Background: an optimization exercise with open tools, aiming at small area, a short achievable clock period and few clock cycles per item. Do not read the settings as production practice.
At most, simulation tests tie the RTL to the original design; equivalence was not proved.
Power and IR drop assume default switching activity.

## build 44
## cnn_top
module cnn_top (
	input  wire         clk,
	input  wire         reset_b,
	input  wire         run,
	output logic        busy,
	output logic [11:0] in_rd_addr,
	input  wire  [15:0] in_rd_data,
	output logic [11:0] weights_rd_addr,
	input  wire  [15:0] weights_rd_data,
	output logic [28:0] out_wr
);
	localparam int DRAIN_CYC = 5;
	logic        st_sz0, st_sz1, st_first, st_fetch, st_drain;
	logic [11:0] colptr;    
	logic [11:0] cn;        
	logic [5:0]  hw;        
	logic [1:0]  r;         
	logic        r3;        
	logic [5:0]  mcnt;      
	logic [5:0]  pcnt;      
	logic        mlast;     
	logic        plast;     
	logic        mfirst;    
	logic [2:0]  dcnt;
	logic [15:0] rdata_q;   
	logic        is_end;
	logic        step_end, img_end;
	logic [11:0] a_int, a_next;
	logic        trig_a, trig_b, trig_c;
	logic        last_a, last_b, last_c;
	assign is_end   = (rdata_q == 16'hFFFF);
	assign step_end = st_fetch && r3;
	assign img_end  = step_end && mlast && plast;
  ...
Size: about 2,700 cells after synthesis, ~580 flip-flops, roughly 0.032 sq mm of cells after synthesis.
Settings: LEC_CHECK=0, CAP_MARGIN=20, CORE_MARGIN=2, CORE_UTILIZATION=60, CTS_CLUSTER_DIAMETER=80, CTS_CLUSTER_SIZE=24, SLEW_MARGIN=70, SYNTH_HIERARCHICAL=1; clock period 10.0 ns.
standard.sh (not shown) runs the stock make flow with config.mk's settings and CLKGATE_MAP_FILE= SYNTH_SCRIPT=/design/flow/synth_recipe.tcl, a recipe that flattens the netlist after the stock synthesis.
==> flow/flow/run.sh <==
#!/bin/bash
set -euo pipefail
cd "$(dirname "$0")/.."
export SETUP_SLACK_MARGIN=7.0
export BUFFER_PORTS_ARGS="-buffer_cell sky130_fd_sc_hd__buf_2"
bash standard.sh > flow_make.log 2>&1
Build 44 did not stop at any stage, and its layout met the timing, DRC and antenna checks.
Testbench counts of build 44, summed over its fixed seeds: cycles 144,886, items 32,549.
## Diff of input files: build 29 against build 44
--- a/flow/flow/run.sh
+++ b/flow/flow/run.sh
@@ -4 +4 @@
-export SETUP_SLACK_MARGIN=7.0
+export SETUP_SLACK_MARGIN=6.8
Notes after the runs:
Worst setup slack: higher on build 29
The initial antenna violation count of build 29 falls short of that of build 44 by 1.
Going from build 44 to build 29, final instance area decreased about 1.6%, length of routed wiring on met1 essentially unchanged.
Edits applied to the flow inputs when going from build 29 to build 41:
- TNS_END_PERCENT newly set to 20
- CORE_UTILIZATION changed from 60 to 50
==> comparison <==
- Of the two candidates, build 29 has the better power and build 41 the worse one.
- A critical path class of flip-flop to flip-flop is what build 41 shows, while flip-flop to output port belongs to build 29.
- Comparing build 41 and build 29, the higher post-layout instance area is on build 41.
- Re worst path required time: build 41 is 2.48 ns up on build 29.
- Build 41 vs build 29 — post-synthesis to final-layout area growth rose 1.9 points.
- Between build 41 and build 29, it is build 41 whose floorplan row count is higher, by 9.4%.
- On build 41: count of clock-buffer cells in the layout is 17% higher than what build 29 gave.
- Build 41 vs. build 29: weighted congestion reported at the end of routability-driven placement fell about 5%, worst hold slack flat, length in cells of the worst reg-to-reg path increased by 3 relative to the old numbers.


== epsilon ==
cnn_top, a different RTL version from the one above (not shown whole).
For scale: about 3,100 cells after synthesis, about 550 flip-flops, roughly 89 I/O pins, about 33,000 µm² of cells after synthesis.
==> flow/config.mk <==
export PLATFORM = sky130hd
export DESIGN_NAME = cnn_top
export DESIGN_NICKNAME = cnn_top
export VERILOG_FILES = /design/flow/design.v
export SDC_FILE = /design/flow/constraint.sdc
export NUM_CORES = 4
export LEC_CHECK = 0
export ABC_AREA = 1
export CAP_MARGIN = 20
export CORE_MARGIN = 2
export CORE_UTILIZATION = 50
export SETUP_SLACK_MARGIN = 5
export SLEW_MARGIN = 70
export SYNTH_HIERARCHICAL = 1
==> flow/constraint.sdc <==
create_clock -name core_clock -period 10.0 [get_ports {clk}]
set_input_delay 2.0000 -clock core_clock [delete_from_list [all_inputs] [get_ports {clk}]]
set_output_delay 2.0000 -clock core_clock [all_outputs]
set_load 0.01 [all_outputs]
run.sh (not shown) runs the stock make flow with config.mk's settings and CLKGATE_MAP_FILE= SYNTH_SCRIPT=/design/flow/synth_recipe.tcl, a recipe that flattens the netlist after the stock synthesis.
Stock flow here: none of the scripts above is used.
epsilon: done, clean on timing, DRC and antenna
> inputs changed (epsilon -> beta)
# epsilon
export LEC_CHECK = 0
export ABC_AREA = 1
export CAP_MARGIN = 20
export CORE_MARGIN = 2
export CORE_UTILIZATION = 50
export SETUP_SLACK_MARGIN = 5
export SLEW_MARGIN = 70
export SYNTH_HIERARCHICAL = 1
create_clock -name core_clock -period 10.0 [get_ports {clk}]
# beta
export LEC_CHECK = 0
export CAP_MARGIN = 20
export CORE_MARGIN = 2
export CORE_UTILIZATION = 50
export SLEW_MARGIN = 70
export SYNTH_HIERARCHICAL = 1
create_clock -name core_clock -period 10.0 [get_ports {clk}]
==> flow/flow/run.sh (new file) <==
#!/bin/bash
set -euo pipefail
cd "$(dirname "$0")/.."
export SETUP_SLACK_MARGIN=6.5
bash standard.sh > flow_make.log 2>&1
==> flow/standard.sh (new file) <==
#!/bin/bash
# synth_recipe.tcl (not shown) runs the flow's synth.tcl, then flattens the netlist and writes it again
# the make line also repeats each setting of config.mk as NAME=value (left out here)
make -C /OpenROAD-flow-scripts/flow DESIGN_CONFIG=/design/flow/config.mk WORK_HOME=/design/flow/orfs CLKGATE_MAP_FILE= SYNTH_SCRIPT=/design/flow/synth_recipe.tcl "${@:-finish}"
removed: flow/run.sh
## What came out
- Routed wire in beta totals less than in epsilon.
- No stage failed in beta, and the final checks on the layout all came back clean.
- In beta, buffering overhead is higher than in epsilon.
- Diff epsilon -> beta: power share of the sequential group shows an increase of 1.8 points; starting density of the core shows a reduction of 0.44 points; power shows a reduction of about 5%; wire length on met1 shows a reduction of 7100 µm; wire length of the first global-routing pass shows a reduction of about 5%.
- Going from epsilon to beta, area growth from synthesis to layout saw an increase; cell-internal power went down.
- Cmp epsilon and beta / vias per cell / lower: epsilon
- The standard cells in beta occupy less silicon area than those in epsilon do.
No functional check of the RTL was part of any run of this note.


## tundra
RTL: one of the versions met above, not the one the previous note started from.
Size in the first run: roughly 580 flip-flops, ~89 I/O pins, about 0.032 mm² of cells after synthesis.
Design cnn_top, start of the top module:
module cnn_top (
	input  wire         clk,
	input  wire         reset_b,
	input  wire         run,
	output logic        busy,
	output logic [11:0] in_rd_addr,
	input  wire  [15:0] in_rd_data,
	output logic [11:0] weights_rd_addr,
	input  wire  [15:0] weights_rd_data,
	output logic [28:0] out_wr
);
	localparam int DRAIN_CYC = 5;
	logic        st_sz0, st_sz1, st_first, st_fetch, st_drain;
	logic [11:0] colptr;    
	logic [11:0] cn;        
	logic [5:0]  hw;        
	logic [1:0]  r;         
	logic        r3;        
	logic [5:0]  mcnt;      
	logic [5:0]  pcnt;      
	logic        mlast;     
	logic        plast;     
	logic        mfirst;    
	logic [2:0]  dcnt;
	logic [15:0] rdata_q;   
	logic        is_end;
	logic        step_end, img_end;
	logic [11:0] a_int, a_next;
	logic        trig_a, trig_b, trig_c;
	logic        last_a, last_b, last_c;
	assign is_end   = (rdata_q == 16'hFFFF);
	assign step_end = st_fetch && r3;
	assign img_end  = step_end && mlast && plast;
	always_ff @(posedge clk) begin
		if (!reset_b) begin
			busy     <= 1'b0;
			st_sz0   <= 1'b0;
			st_sz1   <= 1'b0;
			st_first <= 1'b0;
			st_fetch <= 1'b0;
			st_drain <= 1'b0;
			trig_a   <= 1'b0;
			in_rd_addr <= '0;
		end else begin
			trig_a   <= st_fetch && (r == 2'd1) && !mfirst;
			st_sz0   <= img_end;
			st_sz1   <= st_sz0 || run;
			st_first <= st_sz1;
			st_fetch <= (st_first && !is_end) || (st_fetch && !img_end);
			st_drain <= (st_first && is_end) || (st_drain && dcnt != 3'd0);
			if (run)
  ...
==> flow/config.mk <==
export PLATFORM = sky130hd
export DESIGN_NAME = cnn_top
export DESIGN_NICKNAME = cnn_top
export VERILOG_FILES = /design/flow/design.v
export SDC_FILE = /design/flow/constraint.sdc
export NUM_CORES = 4
export LEC_CHECK = 0
export CAP_MARGIN = 20
export CORE_MARGIN = 2
export CORE_UTILIZATION = 50
export CTS_CLUSTER_DIAMETER = 80
export CTS_CLUSTER_SIZE = 24
export SLEW_MARGIN = 70
export SYNTH_HIERARCHICAL = 1
==> flow/constraint.sdc <==
create_clock -name core_clock -period 10.0 [get_ports {clk}]
set_input_delay 2.0000 -clock core_clock [delete_from_list [all_inputs] [get_ports {clk}]]
set_output_delay 2.0000 -clock core_clock [all_outputs]
set_load 0.01 [all_outputs]
standard.sh (not shown) runs the stock make flow with config.mk's settings and CLKGATE_MAP_FILE= SYNTH_SCRIPT=/design/flow/synth_recipe.tcl, a recipe that flattens the netlist after the stock synthesis.
==> flow/flow/run.sh <==
#!/bin/bash
set -euo pipefail
cd "$(dirname "$0")/.."
export SETUP_SLACK_MARGIN=6.8
export BUFFER_PORTS_ARGS="-buffer_cell sky130_fd_sc_hd__buf_2"
bash standard.sh > flow_make.log 2>&1
tundra: done, clean on timing, DRC and antenna
Testbench counts of tundra, summed over its fixed seeds: cycles 144,886, items 32,549.
#### Input delta (pepper over tundra)
- CORE_UTILIZATION: 50 -> 70
==> notes.md <==
pepper: all stages complete, timing, DRC and antenna checks passed
[compare] base=tundra new=pepper: non-clock buffer count shrank by 25%; total number of placement rows shrank by 15; height of the die shrank by 15%; clock-net power shrank by about 7%; clock tree skew after final layout grew by 0.0040 ns.

## what the ideal ports hide
No port has a modelled driver above. Below, the same layouts with a new extraction and two added sets of constraints. Step 1 sets driving cells, clkbuf_16 on the clock port and buf_2 on the other inputs (assumed; they add their load-dependent delay and slew). Step 2, shift: input delay + t, output delay - t, t = (earliest + latest rising clock arrival at the registers) / 2. This alone moves slack from input paths to output paths. Slacks: ideal ports / drivers / drivers and shift; pairs: ideal ports / drivers.
| run | t, ns | setup WS [ns] | hold slack, ns | latest minus earliest clock arrival (ns) | worst data-port slew with drivers (ns) |
|---|---|---|---|---|---|
| build 44 | 0.629 | 6.900 / 6.837 / 6.857 | 0.333 / 0.333 / 0.333 | 0.025 / 0.025 | 0.08 |
| build 29 | 0.627 | 6.910 / 6.847 / 6.865 | 0.333 / 0.333 / 0.333 | 0.028 / 0.028 | 0.09 |
| build 41 | 0.649 | 6.829 / 6.813 / 6.829 | 0.330 / 0.330 / 0.330 | 0.027 / 0.026 | 0.08 |
| epsilon | 0.704 | 6.165 / 6.100 / 6.356 | 0.324 / 0.324 / 0.324 | 0.029 / 0.029 | 0.06 |
| beta | 0.669 | 6.534 / 6.492 / 6.525 | 0.320 / 0.320 / 0.320 | 0.045 / 0.045 | 0.07 |
| tundra | 0.650 | 6.874 / 6.811 / 6.832 | 0.330 / 0.330 / 0.330 | 0.027 / 0.026 | 0.08 |
| pepper | 0.635 | 6.878 / 6.818 / 6.878 | 0.325 / 0.325 / 0.325 | 0.029 / 0.029 | 0.06 |
After both steps every run listed still meets setup and hold. The setup slack of build 29, which loses most, moves by -0.063 ns with the drivers and by -0.045 ns with both steps.
